This design comes from an exercise in tuning for small area and a short achievable clock period on the open sky130 flow, not from production work.
Function was checked by simulation only, so behaviour that the tests miss may differ from the original.
In runs 2 to 6 the design's own scripts or RTL, not TritonCTS, make the clock network.
The flow treats the clock pin as an ideal source. Dropping or thinning the clock tree relies on that and would not hold on a real chip.
Power figures rest on the tool's default switching activity, not on a simulated workload.

<file path="flow/flow/run.sh">
#!/bin/bash
# Standard ORFS layout (the standard.sh, standard synthesis unchanged) with
# two layout choices changed: ports are buffered with plain buffers
# (sky130_fd_sc_hd__buf_2) instead of the resizer's default pick, and the
# resizer may change a cell's footprint when it sizes it.
set -euo pipefail
bash standard.sh \
  "BUFFER_PORTS_ARGS=-buffer_cell sky130_fd_sc_hd__buf_2" \
  MATCH_CELL_FOOTPRINT=0 \
  finish > flow_make.log 2>&1
</file>
<file path="flow/standard.sh">
#!/bin/bash
# synth_recipe.tcl (not shown) runs the flow's synth.tcl, then flattens the netlist and writes it again
# the make line also repeats each setting of config.mk as NAME=value (left out here)
make -C /OpenROAD-flow-scripts/flow DESIGN_CONFIG=/design/flow/config.mk WORK_HOME=/design/flow/orfs CLKGATE_MAP_FILE= SYNTH_SCRIPT=/design/flow/synth_recipe.tcl "${@:-finish}"
</file>
<file path="flow/config.mk">
export PLATFORM = sky130hd
export DESIGN_NAME = que_hs
export DESIGN_NICKNAME = que_hs
export VERILOG_FILES = /design/flow/design.v
export SDC_FILE = /design/flow/constraint.sdc
export NUM_CORES = 4
export LEC_CHECK = 0
export CAP_MARGIN = 20
export CORE_MARGIN = 2
export CORE_UTILIZATION = 55
export CTS_CLUSTER_DIAMETER = 100
export CTS_CLUSTER_SIZE = 30
export SETUP_SLACK_MARGIN = 3.0
export SLEW_MARGIN = 20
</file>
<file path="flow/constraint.sdc">
create_clock -name core_clock -period 5.0 [get_ports {clk}]
set_input_delay 1.0000 -clock core_clock [delete_from_list [all_inputs] [get_ports {clk}]]
set_output_delay 1.0000 -clock core_clock [all_outputs]
set_load 0.01 [all_outputs]
</file>
<file path="flow/design.v">
package que_hs_pkg;
   localparam int WORD_WIDTH    = 256;
   localparam int DEFAULT_DEPTH = 8;
endpackage
module que_ptr
#(
   parameter int N = que_hs_pkg::DEFAULT_DEPTH - 1
) (
   input  logic         clk,
   input  logic         rst,
   input  logic         inc,
   input  logic         clr,
   output logic [N-1:0] ptr,
   output logic [N-1:0] ptr_d
);
   always_comb begin
      if (rst || clr) begin
         ptr_d = N'(1);
      end else if (inc) begin
         ptr_d = {ptr[N-2:0], ptr[N-1]};
      end else begin
         ptr_d = ptr;
      end
   end
   always_ff @(posedge clk) begin
      ptr <= ptr_d;
   end
endmodule
module que_hs
#(
   parameter int WIDTH    = que_hs_pkg::WORD_WIDTH,
   parameter int DEPTH    = que_hs_pkg::DEFAULT_DEPTH,
   parameter int AF_LEVEL = DEPTH - 1,
   parameter int AE_LEVEL = 1
) (
   input  logic                       clk,
   input  logic                       rst,
   input  logic                       flush,
   input  logic                       in_valid,
   output logic                       in_ready,
   input  logic [WIDTH-1:0]           in_data,
   output logic                       out_valid,
   input  logic                       out_ready,
   output logic [WIDTH-1:0]           out_data,
   output logic [$clog2(DEPTH+1)-1:0] count,
   output logic                       almost_full,
   output logic                       almost_empty,
   output logic                       overflow
);
   localparam int CW = $clog2(DEPTH + 1);
   localparam int MD = DEPTH - 1;    
   logic [DEPTH:0] occ_q, occ_d;
   logic [CW-1:0]  cnt_q;
   logic           in_ready_q, out_valid_q, af_q, ae_q, ovf_q;
   logic push, pop, drop, up, dn;
   assign push = in_valid  & ~occ_q[DEPTH];
   assign pop  = out_ready & ~occ_q[0];
   assign drop = in_valid  &  occ_q[DEPTH];
   assign up   = push & ~pop;
   assign dn   = pop & ~push;
   always_comb begin
      if (flush)   occ_d = (DEPTH+1)'(1);
      else if (up) occ_d = {occ_q[DEPTH-1:0], 1'b0};
      else if (dn) occ_d = {1'b0, occ_q[DEPTH:1]};
      else         occ_d = occ_q;
   end
   function automatic logic [CW-1:0] occ_count(input logic [DEPTH:0] oh);
      occ_count = '0;
      for (int n = 0; n <= DEPTH; n++) begin
         occ_count = occ_count | ({CW{oh[n]}} & CW'(n));
      end
   endfunction
   function automatic logic occ_ge(input logic [DEPTH:0] oh, input int lvl);
      occ_ge = 1'b0;
      for (int n = 0; n <= DEPTH; n++) begin
         if (n >= lvl) occ_ge = occ_ge | oh[n];
      end
   endfunction
   function automatic logic occ_le(input logic [DEPTH:0] oh, input int lvl);
      occ_le = 1'b0;
      for (int n = 0; n <= DEPTH; n++) begin
         if (n <= lvl) occ_le = occ_le | oh[n];
      end
   endfunction
   always_ff @(posedge clk) begin
      if (rst) begin
         occ_q       <= (DEPTH+1)'(1);
         cnt_q       <= '0;
         in_ready_q  <= 1'b1;
         out_valid_q <= 1'b0;
         af_q        <= 1'b0;
         ae_q        <= 1'b1;
         ovf_q       <= 1'b0;
      end else begin
         occ_q       <= occ_d;
         cnt_q       <= occ_count(occ_d);
         in_ready_q  <= ~occ_d[DEPTH];
         out_valid_q <= ~occ_d[0];
         af_q        <= occ_ge(occ_d, AF_LEVEL);
         ae_q        <= occ_le(occ_d, AE_LEVEL);
         ovf_q       <= flush ? 1'b0 : (ovf_q | drop);
      end
   end
   logic          wr_inc, rd_inc;
   logic [MD-1:0] wr_oh, rd_oh, rd_oh_d;
   logic [MD-1:0] rdm_q;            
   assign wr_inc = push & ~occ_q[0] & ~(occ_q[1] & out_ready);
   assign rd_inc = out_ready & (|rdm_q);
   que_ptr #(.N(MD)) u_wr (
      .clk   (clk),
      .rst   (rst),
      .inc   (wr_inc),
      .clr   (flush),
      .ptr   (wr_oh),
      .ptr_d ()
   );
   que_ptr #(.N(MD)) u_rd (
      .clk   (clk),
      .rst   (rst),
      .inc   (rd_inc),
      .clr   (flush),
      .ptr   (rd_oh),
      .ptr_d (rd_oh_d)
   );
   always_ff @(posedge clk) begin
      if (rst) begin
         rdm_q <= '0;
      end else begin
         rdm_q <= (occ_d[0] | occ_d[1]) ? '0 : rd_oh_d;
      end
   end
   logic [MD-1:0][WIDTH-1:0] mem_q;
   logic [WIDTH-1:0]         out_q, out_d;
   for (genvar k = 0; k < MD; k++) begin : g_mem
      always_ff @(posedge clk) begin
         if (wr_oh[k] & ~occ_q[DEPTH]) begin
            mem_q[k] <= in_data;
         end
      end
   end
   logic          sel_in, sel_hold;
   logic [MD-1:0] sel_mem;
   assign sel_in   = occ_q[0] | (out_ready & occ_q[1]);
   assign sel_hold = ~occ_q[0] & ~out_ready;
   assign sel_mem  = {MD{out_ready}} & rdm_q;
   always_comb begin
      out_d = ({WIDTH{sel_in}} & in_data) | ({WIDTH{sel_hold}} & out_q);
      for (int k = 0; k < MD; k++) begin
         out_d = out_d | ({WIDTH{sel_mem[k]}} & mem_q[k]);
      end
   end
   always_ff @(posedge clk) begin
      out_q <= out_d;
   end
   assign in_ready     = in_ready_q;
   assign out_valid    = out_valid_q;
   assign out_data     = out_q;
   assign count        = cnt_q;
   assign almost_full  = af_q;
   assign almost_empty = ae_q;
   assign overflow     = ovf_q;
endmodule
</file>
==> results of run 1 <==
[cell type report]
| cell class | instances | area [µm²] | area share |
|---|---|---|---|
| diodes | 29 | 72.6 | 0.000874 |
| clock inverters | 4 | 42.5 | 0.000512 |
| multi-input cells | 1662 | 11800 | 0.142 |
| well taps | 1755 | 2200 | 0.0264 |
| clock buffers | 135 | 2270 | 0.0274 |
| flip-flops and latches | 2086 | 60100 | 0.724 |
| inverters | 4 | 15.0 | 0.000181 |
| repair buffers | 701 | 6560 | 0.0790 |
[per-layer routing]
metal / track usage / routed length [µm] / vias to the layer above
li1: - / - / 17700
met3: 0.0675 / 16800 / 286
met2: 0.435 / 91500 / 1517
met1: 0.387 / 77900 / 21300
met5: 0 / 392 / -
met4: 0.0830 / 4980 / 62
[kinds of logic after synthesis]
logic type / after synthesis / share of synthesized area
compound gates: 1055 / 0.118
mux: 14 / 0.00194
buf+inv: 273 / 0.0144
simple gates: 579 / 0.0400
flops: 2086 / 0.825
[registers in the layout (all words and copies together) (netlist names)]
name and cells:
u_rd.ptr 7, occ_q 8, mem_q 1792, rdm_q 7, out_valid_q 1, ae_q 1, ovf_q 1, af_q 1
cnt_q 4, u_wr.ptr 7, out_q 256, in_ready_q 1
[cells in the final DEF (no fill, tap or decap), drive strengths merged, types with 11 or more instances in the layout]
cell	netlist	final
buf	28	693
edfxtp	1792	1792
nor2	18	18
nand4	256	256
and2	7	19
clkbuf	241	143
a22o	257	257
a221oi	256	256
diode	0	29
nor2b	11	11
nand2	273	273
mux2i	14	14
a21oi	12	12
dfxtp	294	294
a22oi	512	512
[stage by stage]
stage	area [µm²]	hold slack (ns)	utilization	std cells	setup slack, ns
global placement	77400	0.447	0.591	6101	1.81
finish	83000	0.477	0.634	6376	2.77
detailed placement	77500	0.461	0.592	6103	1.79
CTS	82700	0.474	0.631	6330	2.72
floorplan	72400	0.445	-	4007	0.313
global route	83000	0.508	0.634	6370	2.73
[what timing repair did]
item	CTS	global route
setup endpoints to repair	1072	703
pin swaps	9	1
hold buffers	0	0
gates resized for setup	698	18
buffers inserted	72	12
gates cloned	16	5
[final timing paths]
kind	to	slack (ns)	depth (start not counted)	from
setup / recovery	out_data[44]	2.77	1	out_q[44]$_DFF_P_
hold / removal	out_q[34]$_DFF_P_	0.48	2	mem_q[802]$_DFFE_PP_
setup reg to reg	mem_q[717]$_DFFE_PP_	2.93	5	cnt_q[3]$_SDFF_PP0_
hold reg to reg	out_q[34]$_DFF_P_	0.48	2	mem_q[802]$_DFFE_PP_
[report_power, final]
group / internal, mW / leakage (nW) / total [mW] / switching, mW
Combinational: 0.555 / 7.23 / 1.26 / 0.705
Clock: 3.18 / 1.11 / 8.18 / 5.01
Sequential: 19.2 / 19.0 / 19.4 / 0.199
Total: 22.9 / 27.3 / 28.9 / 5.91
==> metrics.csv, run 1 <==
stage,metric,value,unit
die,Initial Utilization,0.552,
finish,Synth-to-Final Area Change,14.8,%
pwr,"Power, Total",28.9,mW
clock_tree,Num CTS Buffers,79,
timing,final clock skew,0.0226,ns
pwr,leakage,27.3,nW
timing,minimum clock period,2.23,ns
clock_tree,root buffer cell,clkbuf_16,
logic_synthesis,"EDFF count, synth",1792,
run,Max-Cap Viols,0,
timing,Post-Route Setup TNS,0,ns
detailed_routing,initial DRC count,4160,
timing,Fmax,448,MHz
run_status,status,no timing/DRC/antenna violations,
critical_path,slowest CP cell,dfxtp_4,
die,standard-cell row count,133,
finish,Fillers,9340,
clock_tree,Clock Latency Late Sink,0.71,ns
logic_synthesis,sequential area share after synthesis,0.825,
global_routing,grt total ovfl,0,
logic_synthesis,"FFs w/ async S/R, synth",0,
detailed_routing,vias post-DR,40800,
pwr,VDD IR max,316,µV
global_routing,initial antenna violation count,77,
timing,final setup fails,0,
timing,Final Hold Fails,0,
die,CORE AREA,131000,µm²
clock_tree,H-tree Lvls,3,
logic_synthesis,synthesized area,72300,µm²
critical_path,Worst Path Arrival,1.23,ns
timing,Final Cycle Share,0.446,
logic_synthesis,synthesis warning total,2,
logic_synthesis,proportion of netlist area held by the largest area contributor,0.744,
global_routing,first-pass GRT wire length,275,mm
logic_synthesis,leading area contributor after synthesis,edfxtp_1,
logic_synthesis,most frequent cell after synthesis,edfxtp_1,
clock_tree,CTS tree,built,
worst_hold_path,type of the worst min-delay path,reg2reg,
placement,Port Buf Inserts,525,
detailed_routing,wire per inst,30.0,µm
timing,RSZ-0062 raised after global routing,yes,
logic_synthesis,gate count of the mapped netlist,4007,
clock_tree,Sink Count,2086,
finish,Nets,4795,
critical_path,kind of critical path,reg2out,
critical_path,Worst setup SP type,flop,
logic_synthesis,largest cells by area after synthesis,"edfxtp_1 74%, dfxtp_1 8.1%, a22oi_1 5.3%, a22o_1 3.1%, a221oi_1 3.1%",
timing,pin slew with the least headroom to its limit,1.05,ns
clock_tree,"Reg clk slew, reported paths",0.11,ns
timing,Final Max Tran Viols,0,
logic_synthesis,syn nets,4268,
die,die height,367,µm
logic_synthesis,synth cell count leaders,"1792 x edfxtp_1, 512 x a22oi_1, 294 x dfxtp_1, 273 x nand2_1, 257 x a22o_1",
critical_path,"CP delay by family, top",flip-flops,
critical_path,CP Cell Sequence,buf_6,
logic_synthesis,count of cell types in the netlist,33,
critical_path,CP Capture Type,output pin,
timing,slew margin rel.,0.298,
detailed_routing,Final ANT Viol Nets,0,
logic_synthesis,synthesized flop and latch total,2086,
detailed_routing,drc violations,0,
critical_path,CP max stage delay,0.41,ns
placement,RD Place Congestion,0.769,
global_routing,vias in the first global route,38900,
global_routing,largest net degree at the start of global routing,120,
die,Die W,367,µm
detailed_routing,number of vias per cell,6.41,
critical_path,WP buf/inv,1,
detailed_routing,routed wire length,192,mm
critical_path,crit path max fanout,2,
placement,post-DP HPWL,94.8,mm
critical_path,WP data required,4.00,ns
die,IO Pins,526,
logic_synthesis,"Top FF cell, synth",edfxtp_1,
die,die area,134000,µm²
clock_tree,clk buf depth,3,
pwr,PD cells,348,nW/µm²
finish,share of cells above drive strength 1,0.236,
global_routing,gr usage total,0.277,
detailed_routing,First-pass DRT Iterations,7,
logic_synthesis,syn avg cell area,18.0,µm²
==> inputs of run 2 (changes only) <==
==> flow/flow/run.sh (replaced) <==
#!/bin/bash
# Standard ORFS layout (the standard.sh, standard synthesis unchanged) with
# three layout choices changed:
#  - ports are buffered with plain buffers (sky130_fd_sc_hd__buf_2) instead of
#    the resizer's default pick;
#  - the resizer may change a cell's footprint when it sizes it;
#  - the clock tree is a balanced two-level tree (flow/my_cts.tcl, hooked in
#    through PRE_CTS_TCL) instead of TritonCTS's tree.
set -euo pipefail
here=$(cd "$(dirname "$0")" && pwd)
bash standard.sh \
  "BUFFER_PORTS_ARGS=-buffer_cell sky130_fd_sc_hd__buf_2" \
  MATCH_CELL_FOOTPRINT=0 \
  "PRE_CTS_TCL=$here/cts_hook.tcl" \
  finish > flow_make.log 2>&1
==> flow/flow/cts_hook.tcl (new file) <==
# PRE_CTS hook: cts.tcl's clock_tree_synthesis call builds the balanced
# two-level tree of my_cts.tcl instead of TritonCTS's three-level H-tree.
# The rest of cts.tcl (legalisation, timing repair) runs as usual.
source [file join [file dirname [info script]] my_cts.tcl]

proc clock_tree_synthesis {args} {
  my_cts_build clk 4 128 sky130_fd_sc_hd__clkbuf_16 sky130_fd_sc_hd__clkbuf_8
  set_propagated_clock [all_clocks]
}
==> flow/flow/my_cts.tcl (new file) <==
# Balanced two-level clock tree built by recursive bisection of the clock
# sinks. The clock port feeds $N1 first-level buffers; each feeds the leaf
# buffers of its part of the die; each leaf buffer feeds up to $LEAF sinks.
# Every sink sees the same number of buffers (2) and similar loads.
proc my_cts_split {pts nparts} {
  # pts: list of {x y iterm}; split into nparts (power of two) balanced groups
  if {$nparts <= 1} { return [list $pts] }
  set xs [lmap p $pts {lindex $p 0}]
  set ys [lmap p $pts {lindex $p 1}]
  set dx [expr {[tcl::mathfunc::max {*}$xs] - [tcl::mathfunc::min {*}$xs]}]
  set dy [expr {[tcl::mathfunc::max {*}$ys] - [tcl::mathfunc::min {*}$ys]}]
  set k [expr {$dx >= $dy ? 0 : 1}]
  set s [lsort -integer -index $k $pts]
  set h [expr {[llength $s] / 2}]
  set a [lrange $s 0 [expr {$h - 1}]]
  set b [lrange $s $h end]
  set half [expr {$nparts / 2}]
  return [concat [my_cts_split $a $half] [my_cts_split $b $half]]
}

proc my_cts_centroid {pts} {
  set sx 0; set sy 0
  foreach p $pts { set sx [expr {$sx + [lindex $p 0]}]; set sy [expr {$sy + [lindex $p 1]}] }
  set n [llength $pts]
  return [list [expr {$sx / $n}] [expr {$sy / $n}]]
}

proc my_cts_place {inst xy} {
  set m [$inst getMaster]
  set x [expr {[lindex $xy 0] - [$m getWidth] / 2}]
  set y [expr {[lindex $xy 1] - [$m getHeight] / 2}]
  $inst setLocation $x $y
  $inst setPlacementStatus PLACED
}

proc my_cts_build {clk_port n1 nleaf l1_cell leaf_cell} {
  set block [ord::get_db_block]
  set db [ord::get_db]
  set net [$block findNet $clk_port]
  set pts {}
  foreach it [$net getITerms] {
    set inst [$it getInst]
    set bb [$inst getBBox]
    set x [expr {([$bb xMin] + [$bb xMax]) / 2}]
    set y [expr {([$bb yMin] + [$bb yMax]) / 2}]
    lappend pts [list $x $y $it]
  }
  puts "my_cts: [llength $pts] sinks, $n1 first-level buffers, $nleaf leaf buffers"
  set m1 [$db findMaster $l1_cell]
  set ml [$db findMaster $leaf_cell]
  set groups [my_cts_split $pts $nleaf]
  set per [expr {$nleaf / $n1}]
  for {set i 0} {$i < $n1} {incr i} {
    set l1net [odb::dbNet_create $block "clknet_l1_$i"]
    $l1net setSigType CLOCK
    set l1 [odb::dbInst_create $block $m1 "clkbuf_l1_$i"]
    set l1pts {}
    for {set j [expr {$i * $per}]} {$j < ($i + 1) * $per} {incr j} {
      set g [lindex $groups $j]
      set lnet [odb::dbNet_create $block "clknet_leaf_$j"]
      $lnet setSigType CLOCK
      set lb [odb::dbInst_create $block $ml "clkbuf_leaf_$j"]
      foreach p $g {
        set it [lindex $p 2]
        $it disconnect
        $it connect $lnet
      }
      set c [my_cts_centroid $g]
      my_cts_place $lb $c
      lappend l1pts [list {*}$c 0]
      [$lb findITerm A] connect $l1net
      [$lb findITerm X] connect $lnet
    }
    my_cts_place $l1 [my_cts_centroid $l1pts]
    [$l1 findITerm A] connect $net
    [$l1 findITerm X] connect $l1net
  }
}
--- a/flow/config.mk
+++ b/flow/config.mk
@@ -8,7 +8,5 @@
 export CAP_MARGIN = 20
 export CORE_MARGIN = 2
 export CORE_UTILIZATION = 55
-export CTS_CLUSTER_DIAMETER = 100
-export CTS_CLUSTER_SIZE = 30
-export SETUP_SLACK_MARGIN = 3.0
+export SETUP_SLACK_MARGIN = 3.2
 export SLEW_MARGIN = 20
==> run 2 against run 1 <==
Effect of this change:
- cell area is 6.3% higher
- clock skew rose by 0.0093 ns
- combinational power up 13%
- hold slack worse by 0.0047 ns
- worst setup slack gained 0.13 ns
- clock power decreased by 11%
- still clean on timing, DRC and antenna
- utilization increased by 4.0 points
- critical path type unchanged
- largest cell class unchanged
- highest routed layer unchanged
- largest power group unchanged
- global-route usage rose by 2.6 points
==> metrics.csv, run 2 <==
stage,metric,value,unit,change
critical_path,FF-to-FF path depth,7,,was 5
global_routing,initial antenna violation count,73,,was 77
timing,minimum clock period,2.10,ns,was 2.23 ns
logic_synthesis,sequential area share after synthesis,0.825,,unchanged
critical_path,origin of the critical flop-to-flop path,rdm_q[6]$_SDFF_PP0_,,was cnt_q[3]$_SDFF_PP0_
timing,Final Max Tran Viols,0,,unchanged
timing,Post-Route Setup TNS,0,ns,unchanged
global_routing,first-pass GRT wire length,297,mm,was 275 mm
finish,post-route insts no fill,6607,,was 6376
logic_synthesis,leading area contributor after synthesis,edfxtp_1,,unchanged
placement,RD Place Congestion,0.769,,unchanged
critical_path,slowest CP cell,dfxtp_4,,unchanged
die,CORE AREA,131000,µm²,unchanged
detailed_routing,Final ANT Viol Nets,0,,unchanged
logic_synthesis,"Top FF cell, synth",edfxtp_1,,unchanged
critical_path,"CP delay by family, top",flip-flops,,unchanged
run,Max-Cap Viols,0,,unchanged
detailed_routing,number of vias per cell,6.63,,was 6.41
critical_path,Worst Path Arrival,1.10,ns,was 1.23 ns
finish,share of cells above drive strength 1,0.327,,was 0.236
finish,Nets,5086,,was 4795
timing,pin slew with the least headroom to its limit,0.864,ns,was 1.05 ns
die,die height,367,µm,unchanged
critical_path,WP buf/inv,1,,unchanged
detailed_routing,drc violations,0,,unchanged
worst_hold_path,type of the worst min-delay path,reg2reg,,unchanged
critical_path,WP data required,4.00,ns,about the same
critical_path,CP Capture Type,output pin,,unchanged
detailed_routing,routed wire length,230,mm,was 192 mm
critical_path,CP Cell Sequence,buf_6,,unchanged
timing,slew margin rel.,0.424,,was 0.298
clock_tree,"Reg clk slew, reported paths",0.11,ns,about the same
logic_synthesis,proportion of netlist area held by the largest area contributor,0.744,,unchanged
critical_path,FF-to-FF setup slack,3.13,ns,was 2.93 ns
logic_synthesis,synthesized area,72300,µm²,unchanged
worst_hold_path,hold path cells,2,,unchanged
logic_synthesis,"EDFF count, synth",1792,,unchanged
logic_synthesis,gate count of the mapped netlist,4007,,unchanged
critical_path,CP max stage delay,0.41,ns,about the same
logic_synthesis,"FFs w/ async S/R, synth",0,,unchanged
timing,Fmax,477,MHz,was 448 MHz
timing,Final Hold Fails,0,,unchanged
logic_synthesis,synth cell count leaders,"1792 x edfxtp_1, 512 x a22oi_1, 294 x dfxtp_1, 273 x nand2_1, 257 x a22o_1",,unchanged
timing,fin worst setup slack,2.90,ns,was 2.77 ns
timing,final setup fails,0,,unchanged
pwr,VDD IR max,326,µV,was 316 µV
die,Die W,367,µm,unchanged
global_routing,vias in the first global route,40300,,was 38.9k
timing,Final Cycle Share,0.419,,was 0.446
pwr,PD cells,319,nW/µm²,was 348 nW/µm²
finish,"commonest non-fill, non-tap cell in the layout",edfxtp_1,,unchanged
pwr,leakage,29.6,nW,was 27.3 nW
timing,final clock skew,0.0318,ns,was 0.0226 ns
critical_path,kind of critical path,reg2out,,unchanged
logic_synthesis,count of cell types in the netlist,33,,unchanged
logic_synthesis,synthesized flop and latch total,2086,,unchanged
pwr,"Power, Total",28.1,mW,was 28.9 mW
timing,RSZ-0062 raised after global routing,yes,,unchanged
logic_synthesis,syn avg cell area,18.0,µm²,unchanged
placement,Port Buf Inserts,525,,unchanged
critical_path,Worst setup SP type,flop,,unchanged
finish,max FFs per register,1792,,unchanged
die,standard-cell row count,133,,unchanged
global_routing,gr usage total,0.303,,was 0.277
die,IO Pins,526,,unchanged
detailed_routing,initial DRC count,5561,,was 4160
clock_tree,hold_buf cts,0,,unchanged
finish,highest-count cells in the layout ignoring fill and taps,"1792 x edfxtp_1, 506 x a22oi_1, 304 x buf_6",,"was 1792 x edfxtp_1, 512 x a22oi_1, 273 x nand2_1"
die,Initial Utilization,0.552,,unchanged
run_status,status,no timing/DRC/antenna violations,,unchanged
critical_path,RR Endpoint,out_q[171]$_DFF_P_,,was mem_q[717]$_DFFE_PP_
logic_synthesis,largest cells by area after synthesis,"edfxtp_1 74%, dfxtp_1 8.1%, a22oi_1 5.3%, a22o_1 3.1%, a221oi_1 3.1%",,unchanged
finish,Layout Cell Area excl Fill,88200,µm²,was 83000 µm²
logic_synthesis,synthesis warning total,2,,unchanged
finish,Reg with most FFs,mem_q,,unchanged
worst_hold_path,Hold EP,out_q[252]$_DFF_P_,,was out_q[34]$_DFF_P_
placement,DP Area,77500,µm²,unchanged
placement,Cells after DPL,6103,,unchanged
timing,Fin Hold WS,0.473,ns,was 0.477 ns
clock_tree,Clock Latency Late Sink,0.57,ns,was 0.71 ns
global_routing,largest net degree at the start of global routing,95,,was 120
die,die area,134000,µm²,unchanged
logic_synthesis,syn nets,4268,,unchanged
finish,largest registers,"mem_q: 1792 flops, out_q: 256 flops, occ_q: 8 flops",,unchanged
global_routing,grt total ovfl,0,,unchanged
placement,post-DP HPWL,94.8,mm,unchanged
logic_synthesis,most frequent cell after synthesis,edfxtp_1,,unchanged
finish,Synth-to-Final Area Change,22.0,%,was 14.8%
detailed_routing,First-pass DRT Iterations,6,,was 7
detailed_routing,vias post-DR,43800,,was 40.8k
critical_path,crit path max fanout,2,,unchanged
placement,Setup Slack @ Placement,1.79,ns,unchanged
detailed_routing,wire per inst,34.8,µm,was 30.0 µm
worst_hold_path,Min-Delay Startpoint,mem_q[1020]$_DFFE_PP_,,was mem_q[802]$_DFFE_PP_
finish,Final Util,0.674,,was 0.634
run 2: cell counts after synthesis:
Identical to the previous run, type by type.
run 2: area by class of cell:
cell class | instances | area [µm²]
Multi-Input combinational cell | 1665 | 13100
Sequential cell | 2086 | 60100
Tap cell | 1755 | 2200
Fill cell | 8771 | 42700
Buffer | 132 | 1860
Timing Repair Buffer | 936 | 10900
Antenna cell | 29 | 72.6
Inverter | 4 | 15.0
run 2: kinds of logic after synthesis:
family,after synthesis,synth area share
compound gates,1055,0.118
buf+inv,273,0.0144
simple gates,579,0.0400
flops,2086,0.825
mux,14,0.00194
run 2: power by group:
part	switching, mW	internal [mW]
combinational	0.772	0.646
clock	4.88	2.41
sequential	0.210	19.2
run 2: layer usage:
metal  vias to the layer above  track usage  wire length [µm]  share of wire
met1                     22800        0.421             88100           0.38
met2                      2273        0.483            110000           0.48
met5                         -            0               383         0.0017
met4                        62       0.0988              8230          0.036
met3                       388       0.0639             22800          0.099
li1                      18300            -                 -              -
run 2: repair_timing:
action / CTS / global route
gates cloned: 73 / 66
setup endpoints to repair: 1728 / 1578
setup buffers: 143 / 61
resized for setup: 884 / 216
pin swaps: 72 / 123
run 2: worst max path at each step:
stage / from / to / slack, ns / depth (start not counted)
5_1_grt: out_q[44]$_DFF_P_ / out_data[44] / 2.87 / 1
2_1_floorplan: cnt_q[3]$_SDFF_PP0_ / mem_q[0]$_DFFE_PP_ / 0.31 / 2
4_1_cts: out_q[44]$_DFF_P_ / out_data[44] / 2.87 / 1
3_3_place_gp: out_ready / out_q[134]$_DFF_P_ / 1.81 / 6
6_report: out_q[44]$_DFF_P_ / out_data[44] / 2.90 / 1
3_5_place_dp: out_ready / out_q[145]$_DFF_P_ / 1.79 / 6
==> inputs of run 3 (changes only) <==
--- a/flow/config.mk
+++ b/flow/config.mk
@@ -8,5 +8,5 @@
 export CAP_MARGIN = 20
 export CORE_MARGIN = 2
 export CORE_UTILIZATION = 55
-export SETUP_SLACK_MARGIN = 3.2
+export SETUP_SLACK_MARGIN = 2.9
 export SLEW_MARGIN = 20
==> run 3 against run 2 <==
Effect of this change:
- hold slack got worse by 0.0020 ns
- worst setup slack lost 0.056 ns
- critical path depth rose by 4
- clock power is 1% lower
- synthesized cell count stayed put
- cell area fell by 8.3%
- clock skew down 0.0013 ns
==> metrics.csv, run 3 <==
stage,metric,value,unit,change
finish,Nets,4802,,was 5086
worst_hold_path,Min-Delay Startpoint,mem_q[1020]$_DFFE_PP_,,unchanged
logic_synthesis,"EDFF count, synth",1792,,unchanged
pwr,Flop pwr share,0.701,,was 0.690
finish,share of cells above drive strength 1,0.218,,was 0.327
timing,Final Max Tran Viols,0,,unchanged
logic_synthesis,gate count of the mapped netlist,4007,,unchanged
die,CORE AREA,131000,µm²,unchanged
detailed_routing,number of vias per cell,6.44,,was 6.63
critical_path,origin of the critical flop-to-flop path,cnt_q[3]$_SDFF_PP0_,,was rdm_q[6]$_SDFF_PP0_
global_routing,GRT busiest layer,met2,,unchanged
critical_path,crit path max fanout,71,,was 2
logic_synthesis,leading area contributor after synthesis,edfxtp_1,,unchanged
die,standard-cell row count,133,,unchanged
finish,Layout Cell Area excl Fill,80900,µm²,was 88200 µm²
global_routing,met3 Use GR,0.0575,,was 0.0639
clock_tree,Clock Latency Late Sink,0.57,ns,about the same
logic_synthesis,largest cells by area after synthesis,"edfxtp_1 74%, dfxtp_1 8.1%, a22oi_1 5.3%, a22o_1 3.1%, a221oi_1 3.1%",,unchanged
timing,final setup fails,0,,unchanged
run_status,status,no timing/DRC/antenna violations,,unchanged
critical_path,kind of critical path,reg2reg,,was reg2out
detailed_routing,vias post-DR,40700,,was 43.8k
pwr,Psw,5.65,mW,was 5.86 mW
timing,Fin Hold WS,0.471,ns,was 0.473 ns
run,Max-Cap Viols,0,,unchanged
global_routing,grt met1 use,0.388,,was 0.421
worst_hold_path,type of the worst min-delay path,reg2reg,,unchanged
pwr,leakage,26.6,nW,was 29.6 nW
detailed_routing,First-pass DRT Iterations,6,,unchanged
logic_synthesis,synthesis warning total,2,,unchanged
critical_path,CP Capture Type,flop,,was output pin
clock_tree,"Reg clk slew, reported paths",0.10,ns,was 0.11 ns
worst_hold_path,hold path cells,2,,unchanged
critical_path,CP startpoint,cnt_q[3]$_SDFF_PP0_,,was out_q[44]$_DFF_P_
finish,Final Util,0.618,,was 0.674
pwr,Clk network pwr share,0.260,,was 0.259
timing,pin slew with the least headroom to its limit,0.972,ns,was 0.864 ns
pwr,Sw Ratio,0.204,,was 0.208
worst_hold_path,Hold EP,out_q[252]$_DFF_P_,,unchanged
finish,max FFs per register,1792,,unchanged
placement,Port Buf Inserts,525,,unchanged
global_routing,met2 global-route usage,0.431,,was 0.483
global_routing,grt total ovfl,0,,unchanged
timing,fin worst setup slack,2.85,ns,was 2.90 ns
detailed_routing,wire per inst,30.0,µm,was 34.8 µm
logic_synthesis,proportion of netlist area held by the largest area contributor,0.744,,unchanged
placement,DP Area,77500,µm²,unchanged
finish,highest-count cells in the layout ignoring fill and taps,"1792 x edfxtp_1, 512 x a22oi_1, 401 x buf_2",,"was 1792 x edfxtp_1, 506 x a22oi_1, 304 x buf_6"
timing,Final Cycle Share,0.430,,was 0.419
logic_synthesis,most frequent cell after synthesis,edfxtp_1,,unchanged
die,Die W,367,µm,unchanged
logic_synthesis,synthesized area,72300,µm²,unchanged
placement,RD Place Congestion,0.769,,unchanged
logic_synthesis,"Top FF cell, synth",edfxtp_1,,unchanged
critical_path,FF-to-FF setup slack,2.85,ns,was 3.13 ns
timing,Final Hold Fails,0,,unchanged
timing,Post-Route Setup TNS,0,ns,unchanged
logic_synthesis,synthesized flop and latch total,2086,,unchanged
global_routing,gr usage total,0.272,,was 0.303
die,IO Pins,526,,unchanged
die,die height,367,µm,unchanged
detailed_routing,Final ANT Viol Nets,0,,unchanged
critical_path,Worst setup SP type,flop,,unchanged
logic_synthesis,syn nets,4268,,unchanged
placement,Setup Slack @ Placement,1.79,ns,unchanged
timing,final clock skew,0.0305,ns,was 0.0318 ns
timing,Fmax,465,MHz,was 477 MHz
global_routing,initial antenna violation count,77,,was 73
critical_path,RR Endpoint,mem_q[935]$_DFFE_PP_,,was out_q[171]$_DFF_P_
detailed_routing,initial DRC count,4038,,was 5561
placement,post-DP HPWL,94.8,mm,unchanged
detailed_routing,drc violations,0,,unchanged
logic_synthesis,count of cell types in the netlist,33,,unchanged
finish,largest registers,"mem_q: 1792 flops, out_q: 256 flops, occ_q: 8 flops",,unchanged
logic_synthesis,sequential area share after synthesis,0.825,,unchanged
global_routing,largest net degree at the start of global routing,123,,was 95
logic_synthesis,synth cell count leaders,"1792 x edfxtp_1, 512 x a22oi_1, 294 x dfxtp_1, 273 x nand2_1, 257 x a22o_1",,unchanged
finish,"commonest non-fill, non-tap cell in the layout",edfxtp_1,,unchanged
finish,Reg with most FFs,mem_q,,unchanged
finish,Synth-to-Final Area Change,11.9,%,was 22.0%
critical_path,FF-to-FF path depth,5,,was 7
timing,RSZ-0062 raised after global routing,yes,,unchanged
detailed_routing,routed wire length,190,mm,was 230 mm
pwr,VDD IR max,311,µV,was 326 µV
die,die area,134000,µm²,unchanged
pwr,Pint,22.0,mW,was 22.3 mW
die,Initial Utilization,0.552,,unchanged
global_routing,vias in the first global route,38800,,was 40.3k
timing,minimum clock period,2.15,ns,was 2.10 ns
pwr,Logic pwr share,0.039,,was 0.050
logic_synthesis,"FFs w/ async S/R, synth",0,,unchanged
timing,slew margin rel.,0.352,,was 0.424
critical_path,Worst Path Arrival,2.35,ns,was 1.10 ns
logic_synthesis,syn avg cell area,18.0,µm²,unchanged
pwr,PD cells,342,nW/µm²,was 319 nW/µm²
critical_path,WP data required,5.20,ns,was 4.00 ns
global_routing,first-pass GRT wire length,273,mm,was 297 mm
==> run 3: cell types whose count changed in the layout (fill, tap and decap cells not counted), moves of 9 or more <==
cell / previous run / this run
buf_6: 304 / 51
a221oi_1: 76 / 256
a221oi_2: 180 / 0
buf_2: 265 / 401
dfxtp_1: 28 / 125
clkbuf_16: 93 / 9
dfxtp_2: 235 / 154
buf_16: 49 / 12
buf_4: 156 / 135
buf_8: 20 / 1
dfxtp_4: 31 / 15
mux2i_1: 4 / 14
and2_4: 16 / 7
==> run 3: power groups by stage <==
stage	Combinational, mW	Clock [mW]	Sequential (mW)
2_1_floorplan	0.260	0	19.8
3_3_place_gp	0.980	0	19.7
3_5_place_dp	1.00	0	19.7
4_1_cts	1.06	7.34	19.4
5_1_grt	1.17	7.92	19.4
6_report	1.08	7.19	19.4
==> run 3: kinds of logic (layout without fill, tap and decap cells) <==
logic type / after synthesis / count (layout) / share of synthesized area
buf+inv: 273 / 791 / 0.0144
flops: 2086 / 2086 / 0.825
simple gates: 579 / 591 / 0.0400
other cells: 0 / 28 / 0
compound gates: 1055 / 1057 / 0.118
mux: 14 / 14 / 0.00194
==> run 3: worst max path at each step <==
stage / endpoint / slack (ns)
2_1_floorplan: mem_q[0]$_DFFE_PP_ / 0.31
3_3_place_gp: out_q[134]$_DFF_P_ / 1.81
3_5_place_dp: out_q[145]$_DFF_P_ / 1.79
4_1_cts: mem_q[705]$_DFFE_PP_ / 2.81
5_1_grt: mem_q[1487]$_DFFE_PP_ / 2.82
6_report: mem_q[935]$_DFFE_PP_ / 2.85
==> run 3: final cells by class <==
type,count,area (µm²)
Fill cell,9538,50000
Inverter,4,15.0
Buffer,132,1860
Timing Repair Buffer,655,5050
Sequential cell,2086,59900
Antenna cell,28,70.1
Multi-Input combinational cell,1662,11800
Tap cell,1755,2200
==> run 3: through the flow <==
stage,cells,power [mW]
6_report,6322,27.6
5_1_grt,6315,28.5
4_1_cts,6288,27.8
3_5_place_dp,6103,20.7
3_3_place_gp,6101,20.7
2_1_floorplan,4007,20.0
==> run 3: per-layer routing <==
metal  up-vias  share of wire
li1      17600              -
met1     21100           0.41
met2      1607           0.47
met3       314          0.085
met4        70          0.027
met5         -         0.0023
==> run 3: worst max-delay path, stage by stage, from the launching register on <==
cell and delay, ns:
dfxtp_4 0.37, buf_12 0.14, buf_4 0.14, buf_4 0.16
nor2b_4 0.41, buf_12 0.42
==> run 3: timing repair <==
item,4_1_cts,5_1_grt
resized for setup,256,131
pin swaps,9,1
hold buffers,0,0
cloned,16,2
setup endpoints to repair,704,565
setup buffers,37,4
==> inputs of run 4 (changes only) <==
--- a/flow/config.mk
+++ b/flow/config.mk
@@ -7,6 +7,7 @@
 export LEC_CHECK = 0
 export CAP_MARGIN = 20
 export CORE_MARGIN = 2
-export CORE_UTILIZATION = 55
-export SETUP_SLACK_MARGIN = 2.9
+export CORE_UTILIZATION = 65
+export PLACE_DENSITY = 0.75
+export SETUP_SLACK_MARGIN = 3.0
 export SLEW_MARGIN = 20
==> run 4 against run 3 <==
Effect of this change:
- still clean
- clock skew grew 0.012 ns
- die area shrank 15%
- combinational power up 21%
- global-route usage grew 4.0 points
- clock power down 0.7%
- critical path type is now in2reg
- highest routed layer unchanged
==> metrics.csv, run 4 <==
stage,metric,value,unit,change
die,die height,338,µm,was 367 µm
timing,final clock skew,0.0428,ns,was 0.0305 ns
placement,post-DP HPWL,88.5,mm,was 94.8 mm
finish,Nets,4876,,was 4802
finish,highest-count cells in the layout ignoring fill and taps,"1792 x edfxtp_1, 512 x a22oi_1, 273 x nand2_1",,"was 1792 x edfxtp_1, 512 x a22oi_1, 401 x buf_2"
detailed_routing,routed wire length,188,mm,was 190 mm
finish,Synth-to-Final Area Change,14.5,%,was 11.9%
clock_tree,hold_buf cts,0,,unchanged
die,CORE AREA,111000,µm²,was 131000 µm²
timing,Post-Route Setup TNS,0,ns,unchanged
logic_synthesis,proportion of netlist area held by the largest area contributor,0.744,,unchanged
pwr,Pint,22.2,mW,was 22.0 mW
finish,FF/Latch Area,60000,µm²,was 59900 µm²
finish,Reg with most FFs,mem_q,,unchanged
timing,Final Cycle Share,0.420,,was 0.430
pwr,leakage,27.4,nW,was 26.6 nW
global_routing,first-pass GRT wire length,262,mm,was 273 mm
critical_path,CP Capture Type,flop,,unchanged
logic_synthesis,sequential area share after synthesis,0.825,,unchanged
detailed_routing,initial DRC count,4823,,was 4038
placement,RD Place Congestion,0.803,,was 0.769
timing,RSZ-0062 raised after global routing,yes,,unchanged
die,die area,114000,µm²,was 134000 µm²
finish,Fillers,6271,,was 9538
logic_synthesis,synthesis warning total,2,,unchanged
clock_tree,Clock Latency Late Sink,0.58,ns,was 0.57 ns
finish,area of the multi-input gates,12000,µm²,was 11800 µm²
logic_synthesis,most frequent cell after synthesis,edfxtp_1,,unchanged
pwr,Psw,5.65,mW,about the same
placement,DP Area,76900,µm²,was 77500 µm²
pwr,Sw Ratio,0.203,,was 0.204
pwr,Logic pwr share,0.047,,was 0.039
logic_synthesis,"EDFF count, synth",1792,,unchanged
logic_synthesis,"Top FF cell, synth",edfxtp_1,,unchanged
logic_synthesis,synth cell count leaders,"1792 x edfxtp_1, 512 x a22oi_1, 294 x dfxtp_1, 273 x nand2_1, 257 x a22o_1",,unchanged
timing,Fin Hold WS,0.480,ns,was 0.471 ns
die,Die W,338,µm,was 367 µm
finish,Final Util,0.749,,was 0.618
placement,Port Buf Inserts,525,,unchanged
die,IO Pins,526,,unchanged
critical_path,WP data required,5.42,ns,was 5.20 ns
worst_hold_path,type of the worst min-delay path,reg2reg,,unchanged
timing,Fmax,476,MHz,was 465 MHz
logic_synthesis,gate count of the mapped netlist,4007,,unchanged
critical_path,Worst setup SP type,input pin,,was flop
clock_tree,"Reg clk slew, reported paths",0.10,ns,about the same
pwr,Flop pwr share,0.697,,was 0.701
finish,"commonest non-fill, non-tap cell in the layout",edfxtp_1,,unchanged
critical_path,Worst Path Arrival,2.52,ns,was 2.35 ns
timing,slew margin rel.,0.320,,was 0.352
run,Max-Cap Viols,0,,unchanged
pwr,PD cells,337,nW/µm²,was 342 nW/µm²
detailed_routing,First-pass DRT Iterations,5,,was 6
logic_synthesis,largest cells by area after synthesis,"edfxtp_1 74%, dfxtp_1 8.1%, a22oi_1 5.3%, a22o_1 3.1%, a221oi_1 3.1%",,unchanged
logic_synthesis,synthesized flop and latch total,2086,,unchanged
detailed_routing,vias post-DR,42100,,was 40.7k
detailed_routing,Final ANT Viol Nets,0,,unchanged
pwr,"Power, Total",27.9,mW,was 27.6 mW
global_routing,grt total ovfl,0,,unchanged
logic_synthesis,syn avg cell area,18.0,µm²,unchanged
finish,largest registers,"mem_q: 1792 flops, out_q: 256 flops, occ_q: 8 flops",,unchanged
finish,share of cells above drive strength 1,0.259,,was 0.218
logic_synthesis,"FFs w/ async S/R, synth",0,,unchanged
critical_path,kind of critical path,in2reg,,was reg2reg
timing,pin slew with the least headroom to its limit,1.02,ns,was 0.972 ns
global_routing,initial antenna violation count,66,,was 77
global_routing,vias in the first global route,40600,,was 38.8k
die,Initial Utilization,0.654,,was 0.552
logic_synthesis,count of cell types in the netlist,33,,unchanged
detailed_routing,drc violations,0,,unchanged
logic_synthesis,leading area contributor after synthesis,edfxtp_1,,unchanged
pwr,Clk network pwr share,0.256,,was 0.260
die,standard-cell row count,122,,was 133
critical_path,crit path max fanout,31,,was 71
detailed_routing,wire per inst,30.7,µm,was 30.0 µm
finish,Layout Cell Area excl Fill,82800,µm²,was 80900 µm²
timing,Final Hold Fails,0,,unchanged
global_routing,gr usage total,0.312,,was 0.272
timing,final setup fails,0,,unchanged
run_status,status,no timing/DRC/antenna violations,,unchanged
pwr,VDD IR max,356,µV,was 311 µV
timing,Final Max Tran Viols,0,,unchanged
global_routing,largest net degree at the start of global routing,130,,was 123
finish,max FFs per register,1792,,unchanged
logic_synthesis,syn nets,4268,,unchanged
timing,minimum clock period,2.10,ns,was 2.15 ns
detailed_routing,number of vias per cell,6.85,,was 6.44
logic_synthesis,synthesized area,72300,µm²,unchanged
## run 4: cell counts after synthesis
Identical to the previous run, type by type.
## run 4: timing repair
item                       4_1_cts  5_1_grt
buffers inserted                84       32
resized for setup              689       52
setup endpoints to repair      946      991
pin swaps                        8        5
cloned                          20       11
hold endpoints to repair         0        0
## run 4: routing by layer
metal / wire (µm) / vias up / global-route usage
li1: - / 17800 / -
met1: 68600 / 21300 / 0.413
met2: 91800 / 2496 / 0.519
met3: 21900 / 374 / 0.0710
met4: 5770 / 54 / 0.100
met5: 323 / - / 0
## run 4: final cells by class
| type | instances | share of cell area |
|---|---|---|
| sequential | 2086 | 0.725 |
| antenna | 40 | 0.00121 |
| timing repair buffer | 729 | 0.0830 |
| inverter | 4 | 0.000181 |
| multi-input combinational | 1662 | 0.145 |
| tap | 1488 | 0.0225 |
| buffer | 132 | 0.0225 |
## run 4: worst paths after layout
kind                       startpoint                       end  slack, ns  cells past startpoint
max                         out_ready        out_q[135]$_DFF_P_       2.90                      7
min          u_wr.ptr[4]$_SDFFE_PN0P_  u_wr.ptr[5]$_SDFFE_PN0P_       0.48                      2
min reg2reg  u_wr.ptr[4]$_SDFFE_PN0P_  u_wr.ptr[5]$_SDFFE_PN0P_       0.48                      2
max reg2reg       cnt_q[3]$_SDFF_PP0_      mem_q[148]$_DFFE_PP_       2.94                      3
## run 4: worst max-delay path, stage by stage
cell      delay [ns]
buf_12          0.16
and2_4          0.17
buf_12          0.16
buf_16          0.21
a22o_1          0.28
a221oi_1        0.30
nand4_1         0.16
## run 4: power groups by stage
stage / clock network (mW) / registers [mW] / logic (mW)
after floorplan: 0 / 19.8 / 0.260
after global placement: 0 / 19.7 / 0.955
after detailed placement: 0 / 19.7 / 0.989
after CTS: 7.18 / 19.4 / 1.25
after global routing: 7.75 / 19.4 / 1.40
final: 7.14 / 19.4 / 1.31
## run 4: kinds of logic after synthesis
logic type,Yosys count,share of synthesized area
flops,2086,0.825
mux,14,0.00194
buf+inv,273,0.0144
simple gates,579,0.0400
compound gates,1055,0.118
## run 4: stage by stage
| step | cells | worst slack (ns) |
|---|---|---|
| floorplan | 4007 | 0.313 |
| global placement | 5822 | 1.94 |
| detailed placement | 5822 | 1.89 |
| CTS | 6058 | 2.82 |
| global route | 6125 | 2.88 |
| finish | 6141 | 2.90 |
==> inputs of run 5 (changes only) <==
--- a/flow/design.v
+++ b/flow/design.v
@@ -102,7 +102,8 @@
       end
    end
    logic          wr_inc, rd_inc;
-   logic [MD-1:0] wr_oh, rd_oh, rd_oh_d;
+   logic [MD-1:0] wr_oh, wr_oh_d, rd_oh, rd_oh_d;
+   logic [MD-1:0] we_q;             
    logic [MD-1:0] rdm_q;            
    assign wr_inc = push & ~occ_q[0] & ~(occ_q[1] & out_ready);
    assign rd_inc = out_ready & (|rdm_q);
@@ -112,7 +113,7 @@
       .inc   (wr_inc),
       .clr   (flush),
       .ptr   (wr_oh),
-      .ptr_d ()
+      .ptr_d (wr_oh_d)
    );
    que_ptr #(.N(MD)) u_rd (
       .clk   (clk),
@@ -124,8 +125,10 @@
    );
    always_ff @(posedge clk) begin
       if (rst) begin
+         we_q  <= MD'(1);
          rdm_q <= '0;
       end else begin
+         we_q  <= occ_d[DEPTH] ? '0 : wr_oh_d;
          rdm_q <= (occ_d[0] | occ_d[1]) ? '0 : rd_oh_d;
       end
    end
@@ -133,7 +136,7 @@
    logic [WIDTH-1:0]         out_q, out_d;
    for (genvar k = 0; k < MD; k++) begin : g_mem
       always_ff @(posedge clk) begin
-         if (wr_oh[k] & ~occ_q[DEPTH]) begin
+         if (we_q[k]) begin
             mem_q[k] <= in_data;
          end
       end
--- a/flow/config.mk
+++ b/flow/config.mk
@@ -7,7 +7,7 @@
 export LEC_CHECK = 0
 export CAP_MARGIN = 20
 export CORE_MARGIN = 2
-export CORE_UTILIZATION = 65
-export PLACE_DENSITY = 0.75
-export SETUP_SLACK_MARGIN = 3.0
+export CORE_UTILIZATION = 60
+export PLACE_DENSITY = 0.7
+export SETUP_SLACK_MARGIN = 3.05
 export SLEW_MARGIN = 20
==> run 5 against run 4 <==
Effect of this change:
- highest routed layer unchanged
- sequential power is essentially flat
- synthesized cell count grew 0.30%
- final cell count grew 2.1%
- die area grew 8.6%
- register-to-register slack gained 0.13 ns
- critical path type is now reg2out
==> metrics.csv, run 5 <==
stage,metric,value,unit,change
clock_tree,Clock Latency Late Sink,0.58,ns,about the same
die,die height,352,µm,was 338 µm
timing,Final Cycle Share,0.415,,was 0.420
logic_synthesis,sequential area share after synthesis,0.825,,about the same
timing,Fin Hold WS,0.482,ns,was 0.480 ns
detailed_routing,Final ANT Viol Nets,0,,unchanged
global_routing,vias in the first global route,40600,,about the same
logic_synthesis,syn avg cell area,18.0,µm²,about the same
critical_path,WP data required,4.00,ns,was 5.42 ns
run,Max-Cap Viols,0,,unchanged
logic_synthesis,synthesized area,72500,µm²,was 72300 µm²
timing,slew margin rel.,0.243,,was 0.320
pwr,leakage,27.6,nW,was 27.4 nW
worst_hold_path,Hold EP,out_q[156]$_DFF_P_,,was u_wr.ptr[5]$_SDFFE_PN0P_
die,CORE AREA,120000,µm²,was 111000 µm²
global_routing,gr usage total,0.301,,was 0.312
logic_synthesis,"EDFF count, synth",1792,,unchanged
global_routing,grt total ovfl,0,,unchanged
detailed_routing,vias post-DR,42100,,about the same
critical_path,FF-to-FF setup slack,3.07,ns,was 2.94 ns
finish,Final Util,0.695,,was 0.749
timing,final clock skew,0.0409,ns,was 0.0428 ns
logic_synthesis,Post-Synth Adder-Cell Area,0,,unchanged
logic_synthesis,synth cell count leaders,"1792 x edfxtp_1, 512 x a22oi_1, 301 x dfxtp_1, 259 x nand2_1",,"was 1792 x edfxtp_1, 512 x a22oi_1, 294 x dfxtp_1, 273 x nand2_1, 257 x a22o_1"
timing,final setup fails,0,,unchanged
critical_path,CP max stage delay,0.40,ns,was 0.30 ns
finish,Synth-to-Final Area Change,15.0,%,was 14.5%
logic_synthesis,"FFs w/ async S/R, synth",0,,unchanged
finish,Layout Cell Area excl Fill,83400,µm²,was 82800 µm²
die,die area,124000,µm²,was 114000 µm²
finish,share of cells above drive strength 1,0.263,,was 0.259
worst_hold_path,type of the worst min-delay path,reg2reg,,unchanged
critical_path,crit path max fanout,2,,was 31
detailed_routing,initial DRC count,4982,,was 4823
timing,minimum clock period,2.08,ns,was 2.10 ns
finish,"commonest non-fill, non-tap cell in the layout",edfxtp_1,,unchanged
placement,post-DP HPWL,94.7,mm,was 88.5 mm
finish,FF/Latch Area,60300,µm²,was 60000 µm²
critical_path,kind of critical path,reg2out,,was in2reg
logic_synthesis,"Top FF cell, synth",edfxtp_1,,unchanged
detailed_routing,First-pass DRT Iterations,7,,was 5
logic_synthesis,syn nets,4280,,was 4268
detailed_routing,routed wire length,192,mm,was 188 mm
pwr,PD cells,334,nW/µm²,was 337 nW/µm²
finish,highest-count cells in the layout ignoring fill and taps,"1792 x edfxtp_1, 512 x a22oi_1, 268 x buf_6",,"was 1792 x edfxtp_1, 512 x a22oi_1, 273 x nand2_1"
timing,pin slew with the least headroom to its limit,1.14,ns,was 1.02 ns
detailed_routing,number of vias per cell,6.72,,was 6.85
die,IO Pins,526,,unchanged
logic_synthesis,synthesis warning total,2,,unchanged
timing,Fmax,481,MHz,was 476 MHz
logic_synthesis,largest cells by area after synthesis,"edfxtp_1 74%, dfxtp_1 8.3%, a22oi_1 5.3%, a221oi_1 3.1%, a22o_1 3.1%",,"was edfxtp_1 74%, dfxtp_1 8.1%, a22oi_1 5.3%, a22o_1 3.1%, a221oi_1 3.1%"
die,standard-cell row count,127,,was 122
critical_path,CP Capture Type,output pin,,was flop
logic_synthesis,mux cell area share after synthesis,0.00221,,was 0.00194
global_routing,GRT busiest layer,met2,,unchanged
worst_hold_path,hold path cells,2,,unchanged
die,Initial Utilization,0.605,,was 0.654
run_status,status,no timing/DRC/antenna violations,,unchanged
critical_path,origin of the critical flop-to-flop path,we_q[5]$_SDFF_PP0_,,was cnt_q[3]$_SDFF_PP0_
global_routing,grt met1 use,0.425,,was 0.413
placement,Setup Slack @ Placement,1.94,ns,was 1.89 ns
timing,fin worst setup slack,2.92,ns,was 2.90 ns
placement,DP Area,77400,µm²,was 76900 µm²
finish,Fillers,7463,,was 6271
critical_path,Worst Path Arrival,1.08,ns,was 2.52 ns
worst_hold_path,Min-Delay Startpoint,mem_q[668]$_DFFE_PP_,,was u_wr.ptr[4]$_SDFFE_PN0P_
finish,Reg with most FFs,mem_q,,unchanged
global_routing,met3 Use GR,0.0548,,was 0.0710
finish,max FFs per register,1792,,unchanged
critical_path,CP Cell Sequence,buf_6,,was buf_12 -> and2_4 -> buf_12 -> buf_16 -> a22o_1 -> a221oi_1 -> nand4_1
logic_synthesis,Post-Synth XOR/XNOR Area,0,,unchanged
detailed_routing,drc violations,0,,unchanged
critical_path,WP buf/inv,1,,was 3
placement,Port Buf Inserts,525,,unchanged
logic_synthesis,largest family of logic cells by synthesized area,compound AO/OA/AOI/OAI gates,,unchanged
logic_synthesis,leading area contributor after synthesis,edfxtp_1,,unchanged
finish,largest registers,"mem_q: 1792 flops, out_q: 256 flops, occ_q: 8 flops",,unchanged
logic_synthesis,most frequent cell after synthesis,edfxtp_1,,unchanged
critical_path,"CP delay by family, top",flip-flops,,was compound AO/OA/AOI/OAI gates
clock_tree,hold_buf cts,0,,unchanged
critical_path,RR Endpoint,mem_q[1387]$_DFFE_PP_,,was mem_q[148]$_DFFE_PP_
timing,Final Hold Fails,0,,unchanged
pwr,VDD IR max,372,µV,was 356 µV
global_routing,initial antenna violation count,60,,was 66
global_routing,met2 global-route usage,0.482,,was 0.519
logic_synthesis,simple-gate share of the synthesized area,0.0403,,was 0.0400
global_routing,largest net degree at the start of global routing,123,,was 130
placement,RD Place Congestion,0.779,,was 0.803
critical_path,FF-to-FF path depth,1,,was 3
critical_path,slowest CP cell,dfxtp_4,,was a221oi_1
clock_tree,"Reg clk slew, reported paths",0.10,ns,about the same
global_routing,first-pass GRT wire length,275,mm,was 262 mm
detailed_routing,wire per inst,30.7,µm,about the same
logic_synthesis,gate count of the mapped netlist,4019,,was 4007
finish,Nets,4894,,was 4876
logic_synthesis,synthesized flop and latch total,2093,,was 2086
timing,RSZ-0062 raised after global routing,yes,,unchanged
timing,Final Max Tran Viols,0,,unchanged
timing,Post-Route Setup TNS,0,ns,unchanged
logic_synthesis,post-synthesis compound-gate area fraction,0.118,,about the same
finish,area of the multi-input gates,12100,µm²,was 12000 µm²
logic_synthesis,proportion of netlist area held by the largest area contributor,0.742,,was 0.744
critical_path,Worst setup SP type,flop,,was input pin
logic_synthesis,count of cell types in the netlist,33,,unchanged
die,Die W,352,µm,was 338 µm
==> run 5: cell families after synthesis <==
family                 after synthesis
buffers and inverters              274
AOI/OAI and AO/OA                 1060
and+or+nand+nor                    576
muxes                               16
DFF                               2093
==> run 5: final cells by class <==
type,count,share of cell area
Antenna cell,30,0.000900
Buffer,132,0.0223
Inverter,4,0.000180
Multi-Input combinational cell,1669,0.146
Sequential cell,2093,0.723
Tap cell,1612,0.0242
Timing Repair Buffer,733,0.0838
==> run 5: repair_timing <==
item	in CTS	in global routing
endpoints found under the setup margin	855	555
gates cloned	33	5
pin swaps	10	3
buffers inserted	90	16
gates resized for setup	698	65
==> run 5: layer usage <==
metal / vias up / routed length [µm]
li1: 17800 / -
met1: 21500 / 73500
met2: 2387 / 91200
met3: 382 / 20200
met4: 38 / 7240
met5: - / 244
==> run 5: worst max-delay path by stage <==
| stage | start | to | slack (ns) | depth (start not counted) |
|---|---|---|---|---|
| after global placement | out_ready | out_q[194]$_DFF_P_ | 1.97 | 6 |
| final | out_q[227]$_DFF_P_ | out_data[227] | 2.92 | 1 |
| after floorplan | we_q[0]$_SDFF_PP1_ | mem_q[0]$_DFFE_PP_ | 2.57 | 0 |
| after global routing | out_q[179]$_DFF_P_ | out_data[179] | 2.89 | 1 |
| after CTS | out_q[12]$_DFF_P_ | out_data[12] | 2.91 | 1 |
| after detailed placement | out_ready | out_q[197]$_DFF_P_ | 1.94 | 6 |
==> run 5: report_power, final <==
| part | internal [mW] | switching, mW |
|---|---|---|
| Sequential | 19.2 | 0.219 |
| Clock | 2.41 | 4.75 |
| Combinational | 0.578 | 0.702 |
==> run 5: metrics by stage <==
stage,instances,total power [mW]
floorplan,4019,20.1
global placement,5967,20.7
detailed placement,5967,20.8
CTS,6222,27.9
global route,6264,28.6
finish,6273,27.9
==> inputs of run 6 (changes only) <==
--- a/flow/config.mk
+++ b/flow/config.mk
@@ -7,7 +7,6 @@
 export LEC_CHECK = 0
 export CAP_MARGIN = 20
 export CORE_MARGIN = 2
-export CORE_UTILIZATION = 60
-export PLACE_DENSITY = 0.7
-export SETUP_SLACK_MARGIN = 3.05
+export CORE_UTILIZATION = 55
+export SETUP_SLACK_MARGIN = 2.8
 export SLEW_MARGIN = 20
==> run 6 against run 5 <==
Effect of this change:
- global-route usage down 3.2 points
- critical path depth up 4
- sequential cell count unchanged
- final cell count up 0.35%
- wire length down 2.7%
- via count down 4.2%
- sequential share of layout area up 2.7 points
- clock power up 0.8%
- still clean on timing, DRC and antenna
- worst setup slack worse by 0.093 ns
- sequential power about the same
- register-to-register slack worse by 0.24 ns
- power down 1.1%
==> metrics.csv, run 6 <==
stage,metric,value,unit,change
die,IO Pins,526,,unchanged
finish,largest registers,"mem_q: 1792 flops, out_q: 256 flops, occ_q: 8 flops",,unchanged
logic_synthesis,synthesized area,72500,µm²,unchanged
detailed_routing,initial DRC count,3941,,was 4982
logic_synthesis,sequential area share after synthesis,0.825,,unchanged
worst_hold_path,type of the worst min-delay path,reg2reg,,unchanged
detailed_routing,number of vias per cell,6.42,,was 6.72
global_routing,first-pass GRT wire length,271,mm,was 275 mm
global_routing,largest net degree at the start of global routing,117,,was 123
timing,fin worst setup slack,2.83,ns,was 2.92 ns
finish,highest-count cells in the layout ignoring fill and taps,"1792 x edfxtp_1, 523 x buf_2, 512 x a22oi_1",,"was 1792 x edfxtp_1, 512 x a22oi_1, 268 x buf_6"
logic_synthesis,count of cell types in the netlist,33,,unchanged
detailed_routing,wire per inst,29.7,µm,was 30.7 µm
logic_synthesis,"EDFF count, synth",1792,,unchanged
global_routing,gr usage total,0.269,,was 0.301
placement,RD Place Congestion,0.758,,was 0.779
finish,Nets,4783,,was 4894
clock_tree,Clock Latency Late Sink,0.58,ns,about the same
detailed_routing,drc violations,0,,unchanged
logic_synthesis,gate count of the mapped netlist,4019,,unchanged
logic_synthesis,most frequent cell after synthesis,edfxtp_1,,unchanged
pwr,VDD IR max,336,µV,was 372 µV
finish,share of cells above drive strength 1,0.178,,was 0.263
global_routing,grt total ovfl,0,,unchanged
finish,Synth-to-Final Area Change,10.1,%,was 15.0%
detailed_routing,Final ANT Viol Nets,0,,unchanged
detailed_routing,First-pass DRT Iterations,5,,was 7
finish,"commonest non-fill, non-tap cell in the layout",edfxtp_1,,unchanged
logic_synthesis,syn nets,4280,,unchanged
critical_path,Worst setup SP type,flop,,unchanged
timing,Fmax,461,MHz,was 481 MHz
timing,Final Max Tran Viols,0,,unchanged
die,Initial Utilization,0.553,,was 0.605
timing,minimum clock period,2.17,ns,was 2.08 ns
finish,max FFs per register,1792,,unchanged
logic_synthesis,synthesized flop and latch total,2093,,unchanged
logic_synthesis,proportion of netlist area held by the largest area contributor,0.742,,unchanged
critical_path,CP Capture Type,flop,,was output pin
run_status,status,no timing/DRC/antenna violations,,unchanged
critical_path,crit path max fanout,7,,was 2
placement,Port Buf Inserts,525,,unchanged
global_routing,vias in the first global route,39100,,was 40.6k
die,Die W,367,µm,was 352 µm
global_routing,initial antenna violation count,71,,was 60
pwr,"Power, Total",27.6,mW,was 27.9 mW
critical_path,WP data required,5.44,ns,was 4.00 ns
logic_synthesis,synthesis warning total,2,,unchanged
finish,Reg with most FFs,mem_q,,unchanged
pwr,PD cells,346,nW/µm²,was 334 nW/µm²
finish,post-route insts no fill,6295,,was 6273
die,CORE AREA,131000,µm²,was 120000 µm²
logic_synthesis,synth cell count leaders,"1792 x edfxtp_1, 512 x a22oi_1, 301 x dfxtp_1, 259 x nand2_1",,unchanged
clock_tree,"Reg clk slew, reported paths",0.10,ns,about the same
logic_synthesis,"Top FF cell, synth",edfxtp_1,,unchanged
timing,Final Cycle Share,0.434,,was 0.415
critical_path,kind of critical path,reg2reg,,was reg2out
timing,pin slew with the least headroom to its limit,1.07,ns,was 1.14 ns
placement,post-DP HPWL,97.8,mm,was 94.7 mm
timing,RSZ-0062 raised after global routing,no,,was yes
logic_synthesis,leading area contributor after synthesis,edfxtp_1,,unchanged
critical_path,Worst Path Arrival,2.61,ns,was 1.08 ns
timing,final clock skew,0.0355,ns,was 0.0409 ns
pwr,leakage,26.2,nW,was 27.6 nW
run,Max-Cap Viols,0,,unchanged
placement,Setup Slack @ Placement,1.74,ns,was 1.94 ns
timing,final setup fails,0,,unchanged
timing,Post-Route Setup TNS,0,ns,unchanged
placement,Cells after DPL,6116,,was 5967
die,standard-cell row count,133,,was 127
detailed_routing,vias post-DR,40400,,was 42.1k
timing,Fin Hold WS,0.478,ns,was 0.482 ns
die,die area,135000,µm²,was 124000 µm²
timing,Final Hold Fails,0,,unchanged
logic_synthesis,syn avg cell area,18.0,µm²,unchanged
die,die height,367,µm,was 352 µm
logic_synthesis,"FFs w/ async S/R, synth",0,,unchanged
logic_synthesis,largest cells by area after synthesis,"edfxtp_1 74%, dfxtp_1 8.3%, a22oi_1 5.3%, a221oi_1 3.1%, a22o_1 3.1%",,unchanged
detailed_routing,routed wire length,187,mm,was 192 mm
timing,slew margin rel.,0.290,,was 0.243
-- run 6: worst max-delay path: stages, from the launching register on --
cell	delay (ns)
dfxtp_1	0.47
or4_4	0.61
o41ai_4	0.36
buf_4	0.23
mux2i_1	0.30
nor3_2	0.08
-- run 6: routing by layer --
layer,share of wire,up-vias,GRT usage
li1,-,17600,-
met1,0.41,20900,0.380
met2,0.48,1532,0.428
met3,0.085,318,0.0620
met4,0.027,54,0.0676
met5,0.0018,-,0
-- run 6: worst paths after layout --
kind,startpoint,endpoint,slack [ns],cells after the start
max,rdm_q[0]$_SDFF_PP0_,rdm_q[1]$_SDFF_PP0_,2.83,5
min,mem_q[1508]$_DFFE_PP_,out_q[228]$_DFF_P_,0.48,2
max reg2reg,rdm_q[0]$_SDFF_PP0_,rdm_q[1]$_SDFF_PP0_,2.83,5
min reg2reg,mem_q[1508]$_DFFE_PP_,out_q[228]$_DFF_P_,0.48,2
-- run 6: area by class of cell --
type | instances | area, µm²
Multi-Input combinational cell | 1665 | 11800
Buffer | 132 | 1860
Antenna cell | 20 | 50.0
Fill cell | 9768 | 51300
Timing Repair Buffer | 626 | 4050
Sequential cell | 2093 | 59900
Tap cell | 1755 | 2200
Inverter | 4 | 15.0
-- run 6: cell families after synthesis --
logic type	Yosys count	synth area share
DFF	2093	0.825
and+or+nand+nor	576	0.0403
buffers and inverters	274	0.0144
muxes	16	0.00221
AOI/OAI and AO/OA	1060	0.118
-- run 6: repair_timing --
item | in CTS | in global routing
hold endpoints to repair | 0 | 0
setup endpoints to repair | 262 | 22
hold buffers | 0 | 0
resized for setup | 18 | 5
pin swaps | 9 | 1
setup buffers | 13 | 1
cloned | 13 | 0
-- run 6: metrics by stage --
step / utilization / instance area (µm²)
6_report: 0.609 / 79800
5_1_grt: 0.609 / 79800
4_1_cts: 0.608 / 79800
3_5_place_dp: 0.592 / 77600
3_3_place_gp: 0.592 / 77600
2_1_floorplan: - / 72600
-- run 6: power breakdown --
group / leakage, nW / internal (mW) / switching (mW)
Sequential: 19.0 / 19.2 / 0.163
Clock: 0.970 / 2.41 / 4.81
Combinational: 6.24 / 0.323 / 0.676

[separate check: timing with driven ports]
The flow's constraints put no driver on any port. The routed layouts listed below were extracted and timed again, unchanged, in two steps. Step 1 sets driving cells, clkbuf_16 on the clock port and buf_2 on the other inputs (assumed; they add their load-dependent delay and slew). Step 2 also shifts input and output timing later by t, the mid clock arrival at the registers, as if the neighbouring blocks saw the same clock. Slacks: no drivers / after step 1 / after step 2; pairs: no drivers / after step 1.
| run | t, ns | setup slack, ns | clock arrival spread, ns | worst data-port slew with drivers (ns) | pins driven straight from the clock port |
|---|---|---|---|---|---|
| run 1 | 0.782 | 2.770 / 2.689 / 2.298 | 0.027 / 0.028 | 0.16 | 1 |
| run 2 | 0.735 | 2.904 / 2.728 / 2.350 | 0.032 / 0.032 | 0.27 | 4 |
| run 3 | 0.718 | 2.848 / 2.747 / 2.342 | 0.032 / 0.032 | 0.16 | 4 |
| run 4 | 0.720 | 2.898 / 2.750 / 2.287 | 0.045 / 0.044 | 0.15 | 4 |
| run 5 | 0.740 | 2.923 / 2.743 / 2.289 | 0.042 / 0.042 | 0.21 | 4 |
| run 6 | 0.728 | 2.830 / 2.682 / 2.301 | 0.040 / 0.039 | 0.15 | 4 |
After both steps every run listed still meets setup and hold. The setup slack of run 5, which loses most, moves by -0.180 ns with the drivers and by -0.634 ns with both steps.
